This is an optimization exercise on Yosys and OpenROAD, whose aim is small area, not a production implementation. Function was checked by simulation only, so behaviour that the tests miss may differ from the original. Power is estimated from default activity; no workload was simulated.

==> run a <==
==> flow/design.v <==
package x_ramb_pkg;
  typedef enum int unsigned {
    WM_WRITE_FIRST = 0,
    WM_READ_FIRST  = 1,
    WM_NO_CHANGE   = 2
  } write_mode_e;
  function automatic int unsigned lane_count(input int unsigned data_width,
                                             input int unsigned lane_width);
    lane_count = data_width / lane_width;
  endfunction
endpackage
module x_ramb_cell_wr (
  input  logic W,
  input  logic WN,
  input  logic Q,
  input  logic D,
  output logic Y
);
  assign Y = (W | Q) & (WN | D);
endmodule
module x_ramb_cell_nand2 (
  input  logic A,
  input  logic B,
  output logic Y
);
  assign Y = !(A & B);
endmodule
module x_ramb_cell_nor2 (
  input  logic A,
  input  logic B,
  output logic Y
);
  assign Y = !(A | B);
endmodule
module x_ramb_cell_aoi222 (
  input  logic S0, D0,
  input  logic S1, D1,
  input  logic S2, D2,
  output logic Y
);
  assign Y = !((S0 & D0) | (S1 & D1) | (S2 & D2));
endmodule
module x_ramb_cell_aoi22 (
  input  logic S0, D0,
  input  logic S1, D1,
  output logic Y
);
  assign Y = !((S0 & D0) | (S1 & D1));
endmodule
module x_ramb_cell_nand4 (
  input  logic A, B, C, D,
  output logic Y
);
  assign Y = !(A & B & C & D);
endmodule
module x_ramb_cell_nand3 (
  input  logic A, B, C,
  output logic Y
);
  assign Y = !(A & B & C);
endmodule
module x_ramb_cell_or4 (
  input  logic A, B, C, D,
  output logic Y
);
  assign Y = A | B | C | D;
endmodule
module x_ramb_cell_or3 (
  input  logic A, B, C,
  output logic Y
);
  assign Y = A | B | C;
endmodule
module x_ramb_sp_param_int
#(
  parameter int unsigned           DATA_WIDTH = 8,
  parameter int unsigned           LANE_WIDTH = 8,
  parameter int unsigned           ADDR_WIDTH = 9,
  parameter int unsigned           WRITE_MODE = 0,
  parameter int unsigned           DO_REG     = 0,
  parameter logic [DATA_WIDTH-1:0] SRVAL      = '0,
  parameter logic [DATA_WIDTH-1:0] INIT_WORD  = '0
) (
  input  logic                                            CLK,
  input  logic                                            RST_N,
  input  logic                                            EN,
  input  logic                                            SSR,
  input  logic [x_ramb_pkg::lane_count(DATA_WIDTH, LANE_WIDTH)-1:0]   WE,
  input  logic [ADDR_WIDTH-1:0]                           ADDR,
  input  logic [DATA_WIDTH-1:0]                           DI,
  input  logic                                            REGCE,
  output logic [DATA_WIDTH-1:0]                           DO,
  output logic                                            DO_VALID
);
  localparam int unsigned LANES = x_ramb_pkg::lane_count(DATA_WIDTH, LANE_WIDTH);
  localparam int unsigned DEPTH = 2 ** ADDR_WIDTH;
  localparam int unsigned LO_W  = 3;
  localparam int unsigned HI_W  = ADDR_WIDTH - LO_W;
  localparam int unsigned NLO   = 2 ** LO_W;
  localparam int unsigned NHI   = 2 ** HI_W;
  localparam int unsigned NLEAF = (DEPTH + 2) / 3;
  localparam int unsigned NL2   = (NLEAF + 3) / 4;
  localparam int unsigned NL3   = (NL2 + 3) / 4;
  logic [LANES-1:0] w_lane_en, w_lane_en_n;
  logic [DATA_WIDTH-1:0] w_dm;
  logic [NHI-1:0] w_hi;
  logic [NLO-1:0] w_lo;
  always_comb begin
    for (int l = 0; l < LANES; l++) begin
      w_lane_en[l]   = WE[l] & EN & RST_N;
      w_lane_en_n[l] = !w_lane_en[l];
      for (int b = 0; b < LANE_WIDTH; b++)
        w_dm[l*LANE_WIDTH + b] = DI[l*LANE_WIDTH + b] | w_lane_en_n[l];
    end
    for (int h = 0; h < NHI; h++)
      w_hi[h] = (ADDR[ADDR_WIDTH-1:LO_W] == HI_W'(h));
    for (int j = 0; j < NLO; j++)
      w_lo[j] = (ADDR[LO_W-1:0] == LO_W'(j));
  end
  logic [ADDR_WIDTH-1:0] r_addr;
  logic                  r_srval;
  logic                  r_lvalid;
  always_ff @(posedge CLK) begin
    if (EN) r_addr <= ADDR;
  end
  always_ff @(posedge CLK or negedge RST_N) begin
    if (!RST_N) begin
      r_srval  <= 1'b1;
      r_lvalid <= 1'b0;
    end else if (EN) begin
      r_srval  <= 1'b0;
      r_lvalid <= !SSR;
    end
  end
  logic w_kill;
  assign w_kill = SSR | r_srval;
  logic [NHI-1:0] r_hi_n;
  logic [NLO-1:0] r_lo_n;
  always_comb begin
    for (int h = 0; h < NHI; h++)
      r_hi_n[h] = !((r_addr[ADDR_WIDTH-1:LO_W] == HI_W'(h)) & !w_kill);
    for (int j = 0; j < NLO; j++)
      r_lo_n[j] = !(r_addr[LO_W-1:0] == LO_W'(j));
  end
  logic [DEPTH-1:0]                 w_rsel;
  logic [DEPTH-1:0][DATA_WIDTH-1:0] w_q;
  for (genvar a = 0; a < DEPTH; a++) begin : g_word
    localparam int unsigned H = a / NLO;
    localparam int unsigned J = a % NLO;
    logic [DATA_WIDTH-1:0] r_q;
    logic [DATA_WIDTH-1:0] w_d;
    logic [LANES-1:0]      w_we;
    logic                  w_wsel_n;
    x_ramb_cell_nor2  u_rsel (.A(r_hi_n[H]), .B(r_lo_n[J]), .Y(w_rsel[a]));
    x_ramb_cell_nand2 u_wsel (.A(w_hi[H]),   .B(w_lo[J]),   .Y(w_wsel_n));
    for (genvar l = 0; l < LANES; l++) begin : g_lane
      x_ramb_cell_nor2 u_w (.A(w_wsel_n), .B(w_lane_en_n[l]), .Y(w_we[l]));
      for (genvar b = 0; b < LANE_WIDTH; b++) begin : g_bit
        x_ramb_cell_wr u_wr (
          .W  (w_we[l]),
          .WN (w_wsel_n),
          .Q  (r_q[l*LANE_WIDTH + b]),
          .D  (w_dm[l*LANE_WIDTH + b]),
          .Y  (w_d[l*LANE_WIDTH + b])
        );
      end
    end
    always_ff @(posedge CLK) begin
      r_q <= w_d;
    end
    assign w_q[a] = r_q;
  end
  logic [DATA_WIDTH-1:0] w_rd;
  for (genvar b = 0; b < DATA_WIDTH; b++) begin : g_rbit
    logic [NLEAF-1:0] w_l1;    
    logic [NL2-1:0]   w_l2;    
    logic [NL3-1:0]   w_l3;    
    for (genvar i = 0; i < NLEAF; i++) begin : g_leaf
      if (3 * i + 2 < DEPTH) begin : g_3
        x_ramb_cell_aoi222 u_leaf (
          .S0(w_rsel[3*i]),   .D0(w_q[3*i][b]),
          .S1(w_rsel[3*i+1]), .D1(w_q[3*i+1][b]),
          .S2(w_rsel[3*i+2]), .D2(w_q[3*i+2][b]),
          .Y (w_l1[i])
        );
      end else begin : g_2
        x_ramb_cell_aoi22 u_leaf (
          .S0(w_rsel[3*i]),   .D0(w_q[3*i][b]),
          .S1(w_rsel[3*i+1]), .D1(w_q[3*i+1][b]),
          .Y (w_l1[i])
        );
      end
    end
    for (genvar i = 0; i < NL2; i++) begin : g_l2
      if (4 * i + 3 < NLEAF) begin : g_4
        x_ramb_cell_nand4 u_g (.A(w_l1[4*i]), .B(w_l1[4*i+1]), .C(w_l1[4*i+2]),
                               .D(w_l1[4*i+3]), .Y(w_l2[i]));
      end else begin : g_3
        x_ramb_cell_nand3 u_g (.A(w_l1[4*i]), .B(w_l1[4*i+1]), .C(w_l1[4*i+2]),
                               .Y(w_l2[i]));
      end
    end
    for (genvar i = 0; i < NL3; i++) begin : g_l3
      if (4 * i + 3 < NL2) begin : g_4
        x_ramb_cell_or4 u_g (.A(w_l2[4*i]), .B(w_l2[4*i+1]), .C(w_l2[4*i+2]),
                             .D(w_l2[4*i+3]), .Y(w_l3[i]));
      end else begin : g_3
        x_ramb_cell_or3 u_g (.A(w_l2[4*i]), .B(w_l2[4*i+1]), .C(w_l2[4*i+2]),
                             .Y(w_l3[i]));
      end
    end
    x_ramb_cell_or3 u_root (.A(w_l3[0]), .B(w_l3[1]), .C(w_l3[2]), .Y(w_rd[b]));
  end
  logic [DATA_WIDTH-1:0] r_do;
  logic                  r_do_valid;
  always_ff @(posedge CLK or negedge RST_N) begin
    if (!RST_N) begin
      r_do       <= SRVAL;
      r_do_valid <= 1'b0;
    end else if (REGCE) begin
      r_do       <= w_rd | (SRVAL & {DATA_WIDTH{w_kill}});
      r_do_valid <= r_lvalid & !SSR;
    end
  end
  assign DO       = r_do;
  assign DO_VALID = r_do_valid;
endmodule
module ramb_sp_top (
  input  logic        CLK,
  input  logic        RST_N,
  input  logic        EN,
  input  logic        SSR,
  input  logic [3:0]  WE,
  input  logic [6:0]  ADDR,
  input  logic [31:0] DI,
  input  logic        REGCE,
  output logic [31:0] DO,
  output logic        DO_VALID
);
  x_ramb_sp_param_int #(
    .DATA_WIDTH (32),
    .LANE_WIDTH (8),
    .ADDR_WIDTH (7),
    .WRITE_MODE (0),
    .DO_REG     (1),
    .SRVAL      (32'h5A5A_C3C3),
    .INIT_WORD  (32'h0000_0000)
  ) u_ram (
    .CLK      (CLK),
    .RST_N    (RST_N),
    .EN       (EN),
    .SSR      (SSR),
    .WE       (WE),
    .ADDR     (ADDR),
    .DI       (DI),
    .REGCE    (REGCE),
    .DO       (DO),
    .DO_VALID (DO_VALID)
  );
endmodule
==> flow/run.sh <==
#!/bin/bash
# synth_recipe.tcl (not shown) runs the flow's synth.tcl, then flattens the netlist and writes it again
# the make line also repeats each setting of config.mk as NAME=value (left out here)
make -C /OpenROAD-flow-scripts/flow DESIGN_CONFIG=/design/flow/config.mk WORK_HOME=/design/flow/orfs CLKGATE_MAP_FILE= SYNTH_SCRIPT=/design/flow/synth_recipe.tcl finish
==> flow/config.mk <==
export PLATFORM = sky130hd
export DESIGN_NAME = ramb_sp_top
export DESIGN_NICKNAME = ramb_sp_top
export VERILOG_FILES = /design/flow/design.v
export SDC_FILE = /design/flow/constraint.sdc
export NUM_CORES = 4
export LEC_CHECK = 0
export CAP_MARGIN = 10
export CORE_MARGIN = 2
export CORE_UTILIZATION = 70
export CTS_CLUSTER_DIAMETER = 80
export CTS_CLUSTER_SIZE = 28
export SLEW_MARGIN = 10
export SYNTH_HIERARCHICAL = 1
==> flow/constraint.sdc <==
create_clock -name core_clock -period 6.0 [get_ports {CLK}]
set_input_delay 1.2000 -clock core_clock [delete_from_list [all_inputs] [get_ports {CLK}]]
set_output_delay 1.2000 -clock core_clock [all_outputs]
set_load 0.01 [all_outputs]
==> run b: changes against run a <==
==> flow/design.v, changed modules only <==
module x_ramb_cell_nor4 (
  input  logic A, B, C, D,
  output logic Y
);
  assign Y = !(A | B | C | D);
endmodule
module x_ramb_cell_nor3 (
  input  logic A, B, C,
  output logic Y
);
  assign Y = !(A | B | C);
endmodule
module x_ramb_sp_param_int
#(
  parameter int unsigned           DATA_WIDTH = 8,
  parameter int unsigned           LANE_WIDTH = 8,
  parameter int unsigned           ADDR_WIDTH = 9,
  parameter int unsigned           WRITE_MODE = 0,
  parameter int unsigned           DO_REG     = 0,
  parameter logic [DATA_WIDTH-1:0] SRVAL      = '0,
  parameter logic [DATA_WIDTH-1:0] INIT_WORD  = '0
) (
  input  logic                                            CLK,
  input  logic                                            RST_N,
  input  logic                                            EN,
  input  logic                                            SSR,
  input  logic [x_ramb_pkg::lane_count(DATA_WIDTH, LANE_WIDTH)-1:0]   WE,
  input  logic [ADDR_WIDTH-1:0]                           ADDR,
  input  logic [DATA_WIDTH-1:0]                           DI,
  input  logic                                            REGCE,
  output logic [DATA_WIDTH-1:0]                           DO,
  output logic                                            DO_VALID
);
  localparam int unsigned LANES = x_ramb_pkg::lane_count(DATA_WIDTH, LANE_WIDTH);
  localparam int unsigned DEPTH = 2 ** ADDR_WIDTH;
  localparam int unsigned LO_W  = 3;
  localparam int unsigned HI_W  = ADDR_WIDTH - LO_W;
  localparam int unsigned NLO   = 2 ** LO_W;
  localparam int unsigned NHI   = 2 ** HI_W;
  localparam int unsigned NLEAF = (DEPTH + 2) / 3;
  localparam int unsigned NL2   = (NLEAF + 3) / 4;
  localparam int unsigned NL3   = (NL2 + 3) / 4;
  logic [NHI-1:0]            w_hi, w_hi_n;
  logic [LANES-1:0][NLO-1:0] w_lo, w_lo_n;
  always_comb begin
    for (int h = 0; h < NHI; h++) begin
      w_hi[h]   = (ADDR[ADDR_WIDTH-1:LO_W] == HI_W'(h));
      w_hi_n[h] = !w_hi[h];
    end
    for (int l = 0; l < LANES; l++) begin
      for (int j = 0; j < NLO; j++) begin
        w_lo[l][j]   = (ADDR[LO_W-1:0] == LO_W'(j)) & WE[l] & EN & RST_N;
        w_lo_n[l][j] = !w_lo[l][j];
      end
    end
  end
  logic [ADDR_WIDTH-1:0] r_addr;
  logic                  r_srval;
  logic                  r_lvalid;
  always_ff @(posedge CLK) begin
    if (EN) r_addr <= ADDR;
  end
  always_ff @(posedge CLK or negedge RST_N) begin
    if (!RST_N) begin
      r_srval  <= 1'b1;
      r_lvalid <= 1'b0;
    end else if (EN) begin
      r_srval  <= 1'b0;
      r_lvalid <= !SSR;
    end
  end
  logic w_kill;
  assign w_kill = SSR | r_srval;
  logic [NHI-1:0] r_hi_n;
  logic [NLO-1:0] r_lo_n;
  always_comb begin
    for (int h = 0; h < NHI; h++)
      r_hi_n[h] = !((r_addr[ADDR_WIDTH-1:LO_W] == HI_W'(h)) & !w_kill);
    for (int j = 0; j < NLO; j++)
      r_lo_n[j] = !(r_addr[LO_W-1:0] == LO_W'(j));
  end
  logic [DEPTH-1:0]                 w_rsel;
  logic [DEPTH-1:0][DATA_WIDTH-1:0] w_q;
  for (genvar a = 0; a < DEPTH; a++) begin : g_word
    localparam int unsigned H = a / NLO;
    localparam int unsigned J = a % NLO;
    logic [DATA_WIDTH-1:0] r_q;
    logic [DATA_WIDTH-1:0] w_d;
    logic [LANES-1:0]      w_we, w_we_n;
    x_ramb_cell_nor2 u_rsel (.A(r_hi_n[H]), .B(r_lo_n[J]), .Y(w_rsel[a]));
    for (genvar l = 0; l < LANES; l++) begin : g_lane
      x_ramb_cell_nand2 u_wn (.A(w_hi[H]),   .B(w_lo[l][J]),   .Y(w_we_n[l]));
      x_ramb_cell_nor2  u_w  (.A(w_hi_n[H]), .B(w_lo_n[l][J]), .Y(w_we[l]));
      for (genvar b = 0; b < LANE_WIDTH; b++) begin : g_bit
        x_ramb_cell_wr u_wr (
          .W  (w_we[l]),
          .WN (w_we_n[l]),
          .Q  (r_q[l*LANE_WIDTH + b]),
          .D  (DI[l*LANE_WIDTH + b]),
          .Y  (w_d[l*LANE_WIDTH + b])
        );
      end
    end
    always_ff @(posedge CLK) begin
      r_q <= w_d;
    end
    assign w_q[a] = r_q;
  end
  logic [DATA_WIDTH-1:0] w_rd;
  for (genvar b = 0; b < DATA_WIDTH; b++) begin : g_rbit
    logic [NLEAF-1:0] w_l1;    
    logic [NL2-1:0]   w_l2;    
    logic [NL3-1:0]   w_l3;    
    for (genvar i = 0; i < NLEAF; i++) begin : g_leaf
      if (3 * i + 2 < DEPTH) begin : g_3
        x_ramb_cell_aoi222 u_leaf (
          .S0(w_rsel[3*i]),   .D0(w_q[3*i][b]),
          .S1(w_rsel[3*i+1]), .D1(w_q[3*i+1][b]),
          .S2(w_rsel[3*i+2]), .D2(w_q[3*i+2][b]),
          .Y (w_l1[i])
        );
      end else begin : g_2
        x_ramb_cell_aoi22 u_leaf (
          .S0(w_rsel[3*i]),   .D0(w_q[3*i][b]),
          .S1(w_rsel[3*i+1]), .D1(w_q[3*i+1][b]),
          .Y (w_l1[i])
        );
      end
    end
    for (genvar i = 0; i < NL2; i++) begin : g_l2
      if (4 * i + 3 < NLEAF) begin : g_4
        x_ramb_cell_nand4 u_g (.A(w_l1[4*i]), .B(w_l1[4*i+1]), .C(w_l1[4*i+2]),
                               .D(w_l1[4*i+3]), .Y(w_l2[i]));
      end else begin : g_3
        x_ramb_cell_nand3 u_g (.A(w_l1[4*i]), .B(w_l1[4*i+1]), .C(w_l1[4*i+2]),
                               .Y(w_l2[i]));
      end
    end
    for (genvar i = 0; i < NL3; i++) begin : g_l3
      if (4 * i + 3 < NL2) begin : g_4
        x_ramb_cell_nor4 u_g (.A(w_l2[4*i]), .B(w_l2[4*i+1]), .C(w_l2[4*i+2]),
                              .D(w_l2[4*i+3]), .Y(w_l3[i]));
      end else begin : g_3
        x_ramb_cell_nor3 u_g (.A(w_l2[4*i]), .B(w_l2[4*i+1]), .C(w_l2[4*i+2]),
                              .Y(w_l3[i]));
      end
    end
    x_ramb_cell_nand3 u_root (.A(w_l3[0]), .B(w_l3[1]), .C(w_l3[2]), .Y(w_rd[b]));
  end
  logic [DATA_WIDTH-1:0] r_do;
  logic                  r_do_valid;
  always_ff @(posedge CLK or negedge RST_N) begin
    if (!RST_N) begin
      r_do       <= SRVAL;
      r_do_valid <= 1'b0;
    end else if (REGCE) begin
      r_do       <= w_rd | (SRVAL & {DATA_WIDTH{w_kill}});
      r_do_valid <= r_lvalid & !SSR;
    end
  end
  assign DO       = r_do;
  assign DO_VALID = r_do_valid;
endmodule
// module x_ramb_cell_or4 removed
// module x_ramb_cell_or3 removed
CAP_MARGIN = 30   (was 10)
CORE_UTILIZATION = 40   (was 70)
CTS_CLUSTER_DIAMETER = unset   (was 80)
CTS_CLUSTER_SIZE = unset   (was 28)
SLEW_MARGIN = 20   (was 10)
==> flow_metrics.py <==
metrics = {
    "die": {
        "coreArea_sq_mm": 0.3532,
    },
    "outcome": {
        "status": "no timing/DRC/antenna violations",
    },
    "critical_path": {
        "cpMaxStageDelayCell": "nor2_2",
    },
    "pwr": {
        "share_comb_of_total_power": 0.049,
    },
}
the above is filed under run b

==> flow_metrics.py <==
metrics = {
    "outcome": {
        "status": "no timing/DRC/antenna violations",
    },
    "pwr": {
        "share_comb_of_total_power": 0.054,
        "p_clk_frac": 0.297,
    },
    "finish": {
        "bufAreaShareNonClock": 0.03366,
        "drive_gt1_frac": 0.08074,
    },
    "die": {
        "coreArea_sq_mm": 0.1992,
    },
    "critical_path": {
        "cpMaxStageDelayCell": "clkdlybuf4s50_1",
        "worstSetupEndpointType": "flip-flop",
    },
}
the above is filed under run a

==> what the ideal ports hide <==
Ports are ideal in the flow. The routed layouts listed here were re-timed in OpenROAD.
Step 1, drivers: a clkbuf_16 drives CLK and a buf_2 each remaining input, both assumed.
Step 2, shift: input delay + t, output delay - t, t = (earliest + latest rising clock arrival at the registers) / 2. This alone moves slack from input paths to output paths.
Slacks: no drivers / after step 1 / after step 2; pairs: no drivers / after step 1.
run	shift t [ns]	setup WS [ns]	worst hold slack (ns)	worst register clock-pin slew, ns	pins driven straight from the clock port
run a	0.991	0.483 / 0.549 / -0.442	0.160 / 0.089 / 0.491	0.11 / 0.11	1
run b	1.079	0.440 / 0.525 / -0.554	0.482 / 0.482 / 0.482	0.07 / 0.07	1
With both steps, setup timing fails in run a and run b, where it was met with ideal ports. The setup slack of run b, which loses most, moves by +0.085 ns with the drivers and by -0.994 ns with both steps.
